This design comes from an exercise in tuning for small area, a short achievable clock period and few clock cycles per item on the open sky130 flow, not from production work.
The RTL was checked by simulation tests, not by an equivalence proof against the original design.
Power figures rest on the tool's default switching activity, not on a simulated workload.

==> run B <==
==> flow/design.v (excerpt) <==
module logic_capture_top (
  input  logic                clk_200m,
  input  logic                reset_200m,
  input  capture_pkg::port_t  port_a,
  input  capture_pkg::port_t  port_b,
  input  capture_pkg::port_t  port_c,
  input  capture_pkg::port_t  port_d,
  input  capture_pkg::port_t  port_e,
  input  capture_pkg::port_t  port_f,
  input  capture_pkg::port_t  port_g,
  input  capture_pkg::port_t  port_h,
  input  logic                lb_wr,
  input  logic                lb_rd,
  input  lb_pkg::lb_addr_t    lb_addr,
  input  lb_pkg::lb_data_t    lb_wr_d,
  output lb_pkg::lb_data_t    lb_rd_d,
  output logic                lb_rd_rdy
);
Settings: LEC_CHECK=0, ABC_CLOCK_PERIOD_IN_PS=2500, CAP_MARGIN=20, CELL_PAD_IN_SITES_DETAIL_PLACEMENT=1, CELL_PAD_IN_SITES_GLOBAL_PLACEMENT=1, CORE_MARGIN=2, CORE_UTILIZATION=40, CTS_CLUSTER_DIAMETER=80, CTS_CLUSTER_SIZE=25, PLACE_DENSITY=0.47, SETUP_SLACK_MARGIN=3.1, SLEW_MARGIN=20, TNS_END_PERCENT=10; clock period 6.0 ns.
standard.sh (not shown) runs the stock make flow with config.mk's settings and CLKGATE_MAP_FILE= SYNTH_SCRIPT=/design/flow/synth_recipe.tcl, a recipe that flattens the netlist after the stock synthesis.
==> flow/flow/run.sh <==
#!/bin/bash
# The standard layout, with plain buffers (not delay cells) on the ports.
set -euo pipefail
bash standard.sh "BUFFER_PORTS_ARGS=-inputs -outputs -buffer_cell sky130_fd_sc_hd__buf_4" finish > make_finish.log 2>&1
==> run X (differences from run B) <==
--- a/flow/design.v
+++ b/flow/design.v
@@ -31,25 +31,25 @@
   input  capture_pkg::port_t   port_f,
   input  capture_pkg::port_t   port_g,
   input  capture_pkg::port_t   port_h,
   input  capture_pkg::event_mode_t mode,
   input  capture_pkg::event_t  trig_mask_next,
   output capture_pkg::event_t  events,
+  output capture_pkg::event_t  ev_next,
   output logic                 changed,
   output logic                 trig_hit
 );
   capture_pkg::port_t  pin_a;
   capture_pkg::port_t  pin_b;
   capture_pkg::port_t  pin_c;
   capture_pkg::port_t  pin_d;
   capture_pkg::port_t  pin_e;
   capture_pkg::port_t  pin_f;
   capture_pkg::port_t  pin_g;
   capture_pkg::port_t  pin_h;
   capture_pkg::event_t test_cnt;
-  capture_pkg::event_t ev_next;
   always_ff @(posedge clk_200m) begin
     pin_a <= port_a;
     pin_b <= port_b;
     pin_c <= port_c;
     pin_d <= port_d;
     pin_e <= port_e;
@@ -95,13 +95,19 @@
   input  logic                          arm,
   input  lb_pkg::lb_data_t              window,
   output logic                          store_en,
   output capture_pkg::capture_state_t   state,
   output capture_pkg::sample_count_t    stored_count,
   output logic [15:0]                   count_lo_hot,
-  output logic [15:0]                   count_hi_hot
+  output logic [15:0]                   count_hi_hot,
+  input  logic [15:0]                   host_lo_hot_next,
+  input  logic [15:0]                   host_hi_hot_next,
+  output logic                          capturing,
+  output logic                          capturing_next,
+  output logic [15:0]                   wsel_lo,
+  output logic [15:0]                   wsel_hi
 );
   capture_pkg::sample_count_t count_next;
   capture_pkg::capture_state_t state_next;
   lb_pkg::lb_data_t           cyc_p1;
   logic                       last_cycle;
   logic                       full;
@@ -130,23 +136,30 @@
           state_next = capture_pkg::st_armed;
           count_next = '0;
         end
       end
     endcase
   end
+  assign capturing_next = (state_next == capture_pkg::st_armed) || (state_next == capture_pkg::st_capture);
   always_ff @(posedge clk_200m) begin
     if (reset_200m) begin
       state        <= capture_pkg::st_idle;
       stored_count <= '0;
       count_lo_hot <= 16'd1;
       count_hi_hot <= 16'd1;
+      capturing    <= 1'b0;
+      wsel_lo      <= 16'd1;
+      wsel_hi      <= 16'd1;
     end else begin
       state        <= state_next;
       stored_count <= count_next;
       count_lo_hot <= 16'd1 << count_next[3:0];
       count_hi_hot <= 16'd1 << count_next[7:4];
+      capturing    <= capturing_next;
+      wsel_lo      <= capturing_next ? 16'd1 << count_next[3:0] : host_lo_hot_next;
+      wsel_hi      <= capturing_next ? 16'd1 << count_next[7:4] : host_hi_hot_next;
     end
   end
   always_ff @(posedge clk_200m) begin
     if (state == capture_pkg::st_armed) begin
       cyc_p1 <= 2;
     end else begin
@@ -167,17 +180,18 @@
   output logic                         arm,
   output capture_pkg::event_t          trig_mask_next,
   output lb_pkg::lb_data_t             window,
   input  capture_pkg::capture_state_t  state,
   input  capture_pkg::sample_count_t   stored_count,
   output logic                         host_we,
-  output capture_pkg::event_t          host_wr_d,
   output capture_pkg::mem_addr_t       mem_addr,
   output logic [15:0]                  rd_lo_sel,
   output logic [15:0]                  mem_lo_hot,
   output logic [15:0]                  mem_hi_hot,
+  output logic [15:0]                  mem_lo_hot_next,
+  output logic [15:0]                  mem_hi_hot_next,
   input  capture_pkg::event_t          mem_rd_d
 );
   capture_pkg::event_t    trig_mask;
   lb_pkg::lb_data_t       reg_rd_mux;
   lb_pkg::lb_data_t       status_word;
   logic [7:0]             a;
@@ -186,12 +200,14 @@
   logic                   mem_rd_wait;
   logic [15:0]            wr_lo_hot;
   assign a       = lb_addr[7:0];
   assign mem_sel = (a == 8'hA0);
   assign trig_mask_next = (lb_wr && (a == 8'h94)) ? capture_pkg::event_t'(lb_wr_d) : trig_mask;
   assign wr_lo_hot = 16'd1 << lb_wr_d[3:0];
+  assign mem_lo_hot_next = (lb_wr && (a == 8'h9C)) ? wr_lo_hot : mem_lo_hot;
+  assign mem_hi_hot_next = (lb_wr && (a == 8'h9C)) ? 16'd1 << lb_wr_d[7:4] : mem_hi_hot;
   assign rd_lo_sel = lb_wr ? wr_lo_hot : mem_lo_hot;
   always_comb begin
     status_word                   = '0;
     status_word[1:0]              = state;
     status_word[4] = host_we;
     status_word[31:16]            = 16'(stored_count);
@@ -218,59 +234,58 @@
       mem_rd_wait <= 1'b0;
       host_we     <= 1'b0;
     end else begin
       host_we     <= lb_wr && mem_sel;
       arm         <= 1'b0;
       trig_mask   <= trig_mask_next;
+      mem_lo_hot  <= mem_lo_hot_next;
+      mem_hi_hot  <= mem_hi_hot_next;
       grp_stale   <= lb_wr && (a != 8'h9C);
       mem_rd_wait <= lb_rd && mem_sel && grp_stale;
       lb_rd_rdy   <= (lb_rd && !(mem_sel && grp_stale)) || mem_rd_wait;
       if (lb_wr) begin
         case (a)
           8'h90: begin
             mode <= capture_pkg::event_mode_t'(lb_wr_d[1:0]);
             arm  <= lb_wr_d[4];
           end
           8'h98:   window   <= lb_wr_d;
           8'h9C: begin
             mem_addr   <= capture_pkg::mem_addr_t'(lb_wr_d);
-            mem_lo_hot <= wr_lo_hot;
-            mem_hi_hot <= 16'd1 << lb_wr_d[7:4];
           end
           default:       ;
         endcase
       end
     end
   end
   always_ff @(posedge clk_200m) begin
-    host_wr_d <= capture_pkg::event_t'(lb_wr_d);
     lb_rd_d <= (mem_sel || mem_rd_wait) ? lb_pkg::lb_data_t'(mem_rd_d) : reg_rd_mux;
   end
 endmodule
 module mem_arbiter (
-  input  capture_pkg::capture_state_t state,
+  input  logic                    clk_200m,
+  input  logic                    capturing,
+  input  logic                    capturing_next,
+  input  logic [15:0]             wsel_lo,
+  input  logic [15:0]             wsel_hi,
   input  logic                    cap_we,
-  input  logic [15:0]             cap_lo_hot,
-  input  logic [15:0]             cap_hi_hot,
-  input  capture_pkg::event_t     cap_data,
+  input  capture_pkg::event_t     cap_data_next,
   input  logic                    host_we,
-  input  logic [15:0]             host_lo_hot,
-  input  logic [15:0]             host_hi_hot,
-  input  capture_pkg::event_t     host_wr_d,
+  input  lb_pkg::lb_data_t        lb_wr_d,
   output logic [2**8-1:0] ram_we,
   output capture_pkg::event_t     ram_wr_d
 );
-  logic        capturing;
+  logic        we;
   logic [15:0] we_lo;
-  logic [15:0] sel_hi;
-  assign capturing = (state == capture_pkg::st_armed) || (state == capture_pkg::st_capture);
-  assign ram_wr_d  = capturing ? cap_data : host_wr_d;
-  assign we_lo  = capturing ? (cap_lo_hot & {16{cap_we}}) : (host_lo_hot & {16{host_we}});
-  assign sel_hi = capturing ? cap_hi_hot : host_hi_hot;
+  assign we       = capturing ? cap_we : host_we;
+  always_ff @(posedge clk_200m) begin
+    ram_wr_d <= capturing_next ? cap_data_next : capture_pkg::event_t'(lb_wr_d);
+  end
+  assign we_lo = wsel_lo & {16{we}};
   for (genvar w = 0; w < 2**8; w++) begin : g_we
-    assign ram_we[w] = sel_hi[w/16] && we_lo[w%16];
+    assign ram_we[w] = wsel_hi[w/16] && we_lo[w%16];
   end
 endmodule
 module sample_ram (
   input  logic                    clk_200m,
   input  logic [2**8-1:0] ram_we,
   input  capture_pkg::event_t     ram_wr_d,
@@ -327,19 +342,25 @@
   logic                        arm;
   capture_pkg::capture_state_t state;
   capture_pkg::sample_count_t  stored_count;
   logic                        store_en;
   logic                        changed;
   logic                        host_we;
-  capture_pkg::event_t         host_wr_d;
+  capture_pkg::event_t         ev_next;
+  logic                        capturing_next;
   capture_pkg::mem_addr_t      mem_addr;
   logic [15:0]                 rd_lo_sel;
   logic [15:0]                 mem_lo_hot;
   logic [15:0]                 mem_hi_hot;
   logic [15:0]                 count_lo_hot;
   logic [15:0]                 count_hi_hot;
+  logic [15:0]                 mem_lo_hot_next;
+  logic [15:0]                 mem_hi_hot_next;
+  logic                        capturing;
+  logic [15:0]                 wsel_lo;
+  logic [15:0]                 wsel_hi;
   capture_pkg::event_t         trig_mask_next;
   logic                        trig_hit;
   logic [2**8-1:0]   ram_we;
   capture_pkg::event_t         ram_wr_d;
   capture_pkg::event_t         ram_rd_d;
   event_select u_event_select (
@@ -353,12 +374,13 @@
     .port_f     (port_f),
     .port_g     (port_g),
     .port_h     (port_h),
     .mode       (mode),
     .trig_mask_next (trig_mask_next),
     .events     (events),
+    .ev_next    (ev_next),
     .changed    (changed),
     .trig_hit   (trig_hit)
   );
   capture_ctrl u_capture_ctrl (
     .clk_200m     (clk_200m),
     .reset_200m   (reset_200m),
@@ -367,13 +389,19 @@
     .arm          (arm),
     .window       (window),
     .store_en     (store_en),
     .state        (state),
     .stored_count (stored_count),
     .count_lo_hot (count_lo_hot),
-    .count_hi_hot (count_hi_hot)
+    .count_hi_hot (count_hi_hot),
+    .host_lo_hot_next (mem_lo_hot_next),
+    .host_hi_hot_next (mem_hi_hot_next),
+    .capturing    (capturing),
+    .capturing_next (capturing_next),
+    .wsel_lo      (wsel_lo),
+    .wsel_hi      (wsel_hi)
   );
   lb_regs u_lb_regs (
     .clk_200m     (clk_200m),
     .reset_200m   (reset_200m),
     .lb_wr        (lb_wr),
     .lb_rd        (lb_rd),
@@ -385,29 +413,30 @@
     .arm          (arm),
     .trig_mask_next (trig_mask_next),
     .window       (window),
     .state        (state),
     .stored_count (stored_count),
     .host_we      (host_we),
-    .host_wr_d    (host_wr_d),
     .mem_addr     (mem_addr),
     .rd_lo_sel    (rd_lo_sel),
     .mem_lo_hot   (mem_lo_hot),
     .mem_hi_hot   (mem_hi_hot),
+    .mem_lo_hot_next (mem_lo_hot_next),
+    .mem_hi_hot_next (mem_hi_hot_next),
     .mem_rd_d     (ram_rd_d)
   );
   mem_arbiter u_mem_arbiter (
-    .state      (state),
+    .clk_200m   (clk_200m),
+    .capturing  (capturing),
+    .capturing_next (capturing_next),
+    .wsel_lo    (wsel_lo),
+    .wsel_hi    (wsel_hi),
     .cap_we     (store_en),
-    .cap_lo_hot (count_lo_hot),
-    .cap_hi_hot (count_hi_hot),
-    .cap_data   (events),
+    .cap_data_next (ev_next),
     .host_we    (host_we),
-    .host_lo_hot (mem_lo_hot),
-    .host_hi_hot (mem_hi_hot),
-    .host_wr_d  (host_wr_d),
+    .lb_wr_d    (lb_wr_d),
     .ram_we     (ram_we),
     .ram_wr_d   (ram_wr_d)
   );
   sample_ram u_sample_ram (
     .clk_200m (clk_200m),
     .ram_we   (ram_we),
==> run M (differences from run B) <==
--- a/flow/design.v
+++ b/flow/design.v
@@ -167,13 +167,12 @@
   output logic                         arm,
   output capture_pkg::event_t          trig_mask_next,
   output lb_pkg::lb_data_t             window,
   input  capture_pkg::capture_state_t  state,
   input  capture_pkg::sample_count_t   stored_count,
   output logic                         host_we,
-  output capture_pkg::event_t          host_wr_d,
   output capture_pkg::mem_addr_t       mem_addr,
   output logic [15:0]                  rd_lo_sel,
   output logic [15:0]                  mem_lo_hot,
   output logic [15:0]                  mem_hi_hot,
   input  capture_pkg::event_t          mem_rd_d
 );
@@ -184,19 +183,20 @@
   logic                   mem_sel;
   logic                   grp_stale;
   logic                   mem_rd_wait;
   logic [15:0]            wr_lo_hot;
   assign a       = lb_addr[7:0];
   assign mem_sel = (a == 8'hA0);
+  assign host_we = lb_wr && mem_sel;
   assign trig_mask_next = (lb_wr && (a == 8'h94)) ? capture_pkg::event_t'(lb_wr_d) : trig_mask;
   assign wr_lo_hot = 16'd1 << lb_wr_d[3:0];
   assign rd_lo_sel = lb_wr ? wr_lo_hot : mem_lo_hot;
   always_comb begin
     status_word                   = '0;
     status_word[1:0]              = state;
-    status_word[4] = host_we;
+    status_word[4] = 1'b0;
     status_word[31:16]            = 16'(stored_count);
     case (a)
       8'h90:      reg_rd_mux = lb_pkg::lb_data_t'(mode);
       8'h94: reg_rd_mux = lb_pkg::lb_data_t'(trig_mask);
       8'h98:    reg_rd_mux = window;
       8'h9C:  reg_rd_mux = lb_pkg::lb_data_t'(mem_addr);
@@ -213,15 +213,13 @@
       mem_addr    <= '0;
       mem_lo_hot  <= 16'd1;
       mem_hi_hot  <= 16'd1;
       lb_rd_rdy   <= 1'b0;
       grp_stale   <= 1'b0;
       mem_rd_wait <= 1'b0;
-      host_we     <= 1'b0;
     end else begin
-      host_we     <= lb_wr && mem_sel;
       arm         <= 1'b0;
       trig_mask   <= trig_mask_next;
       grp_stale   <= lb_wr && (a != 8'h9C);
       mem_rd_wait <= lb_rd && mem_sel && grp_stale;
       lb_rd_rdy   <= (lb_rd && !(mem_sel && grp_stale)) || mem_rd_wait;
       if (lb_wr) begin
@@ -239,13 +237,12 @@
           default:       ;
         endcase
       end
     end
   end
   always_ff @(posedge clk_200m) begin
-    host_wr_d <= capture_pkg::event_t'(lb_wr_d);
     lb_rd_d <= (mem_sel || mem_rd_wait) ? lb_pkg::lb_data_t'(mem_rd_d) : reg_rd_mux;
   end
 endmodule
 module mem_arbiter (
   input  capture_pkg::capture_state_t state,
   input  logic                    cap_we,
@@ -327,13 +324,12 @@
   logic                        arm;
   capture_pkg::capture_state_t state;
   capture_pkg::sample_count_t  stored_count;
   logic                        store_en;
   logic                        changed;
   logic                        host_we;
-  capture_pkg::event_t         host_wr_d;
   capture_pkg::mem_addr_t      mem_addr;
   logic [15:0]                 rd_lo_sel;
   logic [15:0]                 mem_lo_hot;
   logic [15:0]                 mem_hi_hot;
   logic [15:0]                 count_lo_hot;
   logic [15:0]                 count_hi_hot;
@@ -385,13 +381,12 @@
     .arm          (arm),
     .trig_mask_next (trig_mask_next),
     .window       (window),
     .state        (state),
     .stored_count (stored_count),
     .host_we      (host_we),
-    .host_wr_d    (host_wr_d),
     .mem_addr     (mem_addr),
     .rd_lo_sel    (rd_lo_sel),
     .mem_lo_hot   (mem_lo_hot),
     .mem_hi_hot   (mem_hi_hot),
     .mem_rd_d     (ram_rd_d)
   );
@@ -401,13 +396,13 @@
     .cap_lo_hot (count_lo_hot),
     .cap_hi_hot (count_hi_hot),
     .cap_data   (events),
     .host_we    (host_we),
     .host_lo_hot (mem_lo_hot),
     .host_hi_hot (mem_hi_hot),
-    .host_wr_d  (host_wr_d),
+    .host_wr_d  (lb_wr_d),
     .ram_we     (ram_we),
     .ram_wr_d   (ram_wr_d)
   );
   sample_ram u_sample_ram (
     .clk_200m (clk_200m),
     .ram_we   (ram_we),
--- a/flow/config.mk
+++ b/flow/config.mk
@@ -7,13 +7,13 @@
 export LEC_CHECK = 0
 export ABC_CLOCK_PERIOD_IN_PS = 2500
 export CAP_MARGIN = 20
 export CELL_PAD_IN_SITES_DETAIL_PLACEMENT = 1
 export CELL_PAD_IN_SITES_GLOBAL_PLACEMENT = 1
 export CORE_MARGIN = 2
-export CORE_UTILIZATION = 40
+export CORE_UTILIZATION = 38
 export CTS_CLUSTER_DIAMETER = 80
 export CTS_CLUSTER_SIZE = 25
-export PLACE_DENSITY = 0.47
+export PLACE_DENSITY = 0.45
 export SETUP_SLACK_MARGIN = 3.1
 export SLEW_MARGIN = 20
 export TNS_END_PERCENT = 10
==> run A (differences from run B) <==
--- a/flow/design.v
+++ b/flow/design.v
@@ -169,13 +169,13 @@
   output lb_pkg::lb_data_t             window,
   input  capture_pkg::capture_state_t  state,
   input  capture_pkg::sample_count_t   stored_count,
   output logic                         host_we,
   output capture_pkg::event_t          host_wr_d,
   output capture_pkg::mem_addr_t       mem_addr,
-  output logic [15:0]                  rd_lo_sel,
+  output logic [3:0]                   rd_lo_sel,
   output logic [15:0]                  mem_lo_hot,
   output logic [15:0]                  mem_hi_hot,
   input  capture_pkg::event_t          mem_rd_d
 );
   capture_pkg::event_t    trig_mask;
   lb_pkg::lb_data_t       reg_rd_mux;
@@ -186,13 +186,13 @@
   logic                   mem_rd_wait;
   logic [15:0]            wr_lo_hot;
   assign a       = lb_addr[7:0];
   assign mem_sel = (a == 8'hA0);
   assign trig_mask_next = (lb_wr && (a == 8'h94)) ? capture_pkg::event_t'(lb_wr_d) : trig_mask;
   assign wr_lo_hot = 16'd1 << lb_wr_d[3:0];
-  assign rd_lo_sel = lb_wr ? wr_lo_hot : mem_lo_hot;
+  assign rd_lo_sel = lb_wr ? lb_wr_d[3:0] : mem_addr[3:0];
   always_comb begin
     status_word                   = '0;
     status_word[1:0]              = state;
     status_word[4] = host_we;
     status_word[31:16]            = 16'(stored_count);
     case (a)
@@ -271,13 +271,13 @@
   end
 endmodule
 module sample_ram (
   input  logic                    clk_200m,
   input  logic [2**8-1:0] ram_we,
   input  capture_pkg::event_t     ram_wr_d,
-  input  logic [15:0]             rd_lo_next,
+  input  logic [3:0]              rd_lo_next,
   input  logic [3:0]              rd_hi,
   output capture_pkg::event_t     ram_rd_d
 );
   logic [2**8-1:0][32-1:0] words;
   logic [15:0][32-1:0]               part;
   for (genvar w = 0; w < 2**8; w++) begin : g_word
@@ -286,24 +286,17 @@
       if (ram_we[w]) begin
         q <= ram_wr_d;
       end
     end
     assign words[w] = q;
   end
-  logic [15:0][32-1:0] part_next;
-  always_comb begin
+  always_ff @(posedge clk_200m) begin
     for (int g = 0; g < 16; g++) begin
-      part_next[g] = '0;
-      for (int i = 0; i < 16; i++) begin
-        part_next[g] = part_next[g] | (words[g*16 + i] & {32{rd_lo_next[i]}});
-      end
+      part[g] <= words[{g[3:0], rd_lo_next}];
     end
   end
-  always_ff @(posedge clk_200m) begin
-    part <= part_next;
-  end
   assign ram_rd_d = part[rd_hi];
 endmodule
 module logic_capture_top (
   input  logic                clk_200m,
   input  logic                reset_200m,
   input  capture_pkg::port_t  port_a,
@@ -329,13 +322,13 @@
   capture_pkg::sample_count_t  stored_count;
   logic                        store_en;
   logic                        changed;
   logic                        host_we;
   capture_pkg::event_t         host_wr_d;
   capture_pkg::mem_addr_t      mem_addr;
-  logic [15:0]                 rd_lo_sel;
+  logic [3:0]                  rd_lo_sel;
   logic [15:0]                 mem_lo_hot;
   logic [15:0]                 mem_hi_hot;
   logic [15:0]                 count_lo_hot;
   logic [15:0]                 count_hi_hot;
   capture_pkg::event_t         trig_mask_next;
   logic                        trig_hit;
==> flow/config.mk (replaced) <==
export PLATFORM = sky130hd
export DESIGN_NAME = logic_capture_top
export DESIGN_NICKNAME = logic_capture_top
export VERILOG_FILES = /design/flow/design.v
export SDC_FILE = /design/flow/constraint.sdc
export NUM_CORES = 4
export LEC_CHECK = 0
export ABC_CLOCK_PERIOD_IN_PS = 2500
export CAP_MARGIN = 20
export CORE_MARGIN = 2
export CORE_UTILIZATION = 50
export CTS_CLUSTER_DIAMETER = 80
export CTS_CLUSTER_SIZE = 25
export SETUP_SLACK_MARGIN = 3.1
export SLEW_MARGIN = 20
export TNS_END_PERCENT = 10
==> comparison <==
The lowest clock-buffer cell count belongs to run A, the highest to run B. Core utilization, lowest first: run M, run X, run B, run A. Of run X and run M, run M has the higher die area (gap about 4.5%, measured against run M). In final cell count, run B and run X hardly differ. The lowest cell area belongs to run X, the highest to run A. First-iteration DRC count: run X > run B > run M > run A. Run M finished clean. Run X produced a layout that fails on slew limit. Run B finished with timing, DRC and antenna clean. Run A produced a clean layout. The highest combinational power belongs to run A, the lowest to run M. Against run B, the synthesized area of run A is higher by 6.5%.
Testbench counts of run B, summed over its fixed seeds: cycles 17,556, words 8,696.
Testbench counts of run X, summed over its fixed seeds: cycles 17,556, words 8,696.
Testbench counts of run M, summed over its fixed seeds: cycles 17,556, words 8,696.
Testbench counts of run A, summed over its fixed seeds: cycles 17,556, words 8,696.

==> afterwards: timing with drivers on the ports <==
In the flow no input, the clock included, has a driving cell. The finished layouts below were timed again as built, in two steps.
Step 1 sets driving cells, clkbuf_16 on the clock port and buf_2 on the other inputs (assumed; they add their load-dependent delay and slew).
Step 2 times the ports against the registers' clock, not the clock port: input delays grow and output delays shrink by t, the midpoint of the rising clock arrivals with the driver on.
a / b / c = no drivers / after step 1 / after step 2; a / b = the first two.
run | shift t [ns] | setup WS [ns] | hold WS [ns] | worst setup path after step 2 | worst data-port slew with drivers (ns)
run B | 1.328 | 2.763 / 2.763 / 1.664 | 0.091 / -0.043 / 0.450 | input to register | 0.31
run X | 1.305 | 2.692 / 2.692 / 1.447 | 0.143 / 0.010 / 0.470 | input to register | 0.38
run M | 1.250 | 2.754 / 2.657 / 1.407 | 0.177 / 0.069 / 0.463 | input to register | 0.41
run A | 1.226 | 2.727 / 2.727 / 1.904 | 0.165 / 0.072 / 0.463 | input to register | 0.05
The setup slack of run M, which loses most, moves by -0.097 ns with the drivers and by -1.347 ns with both steps.
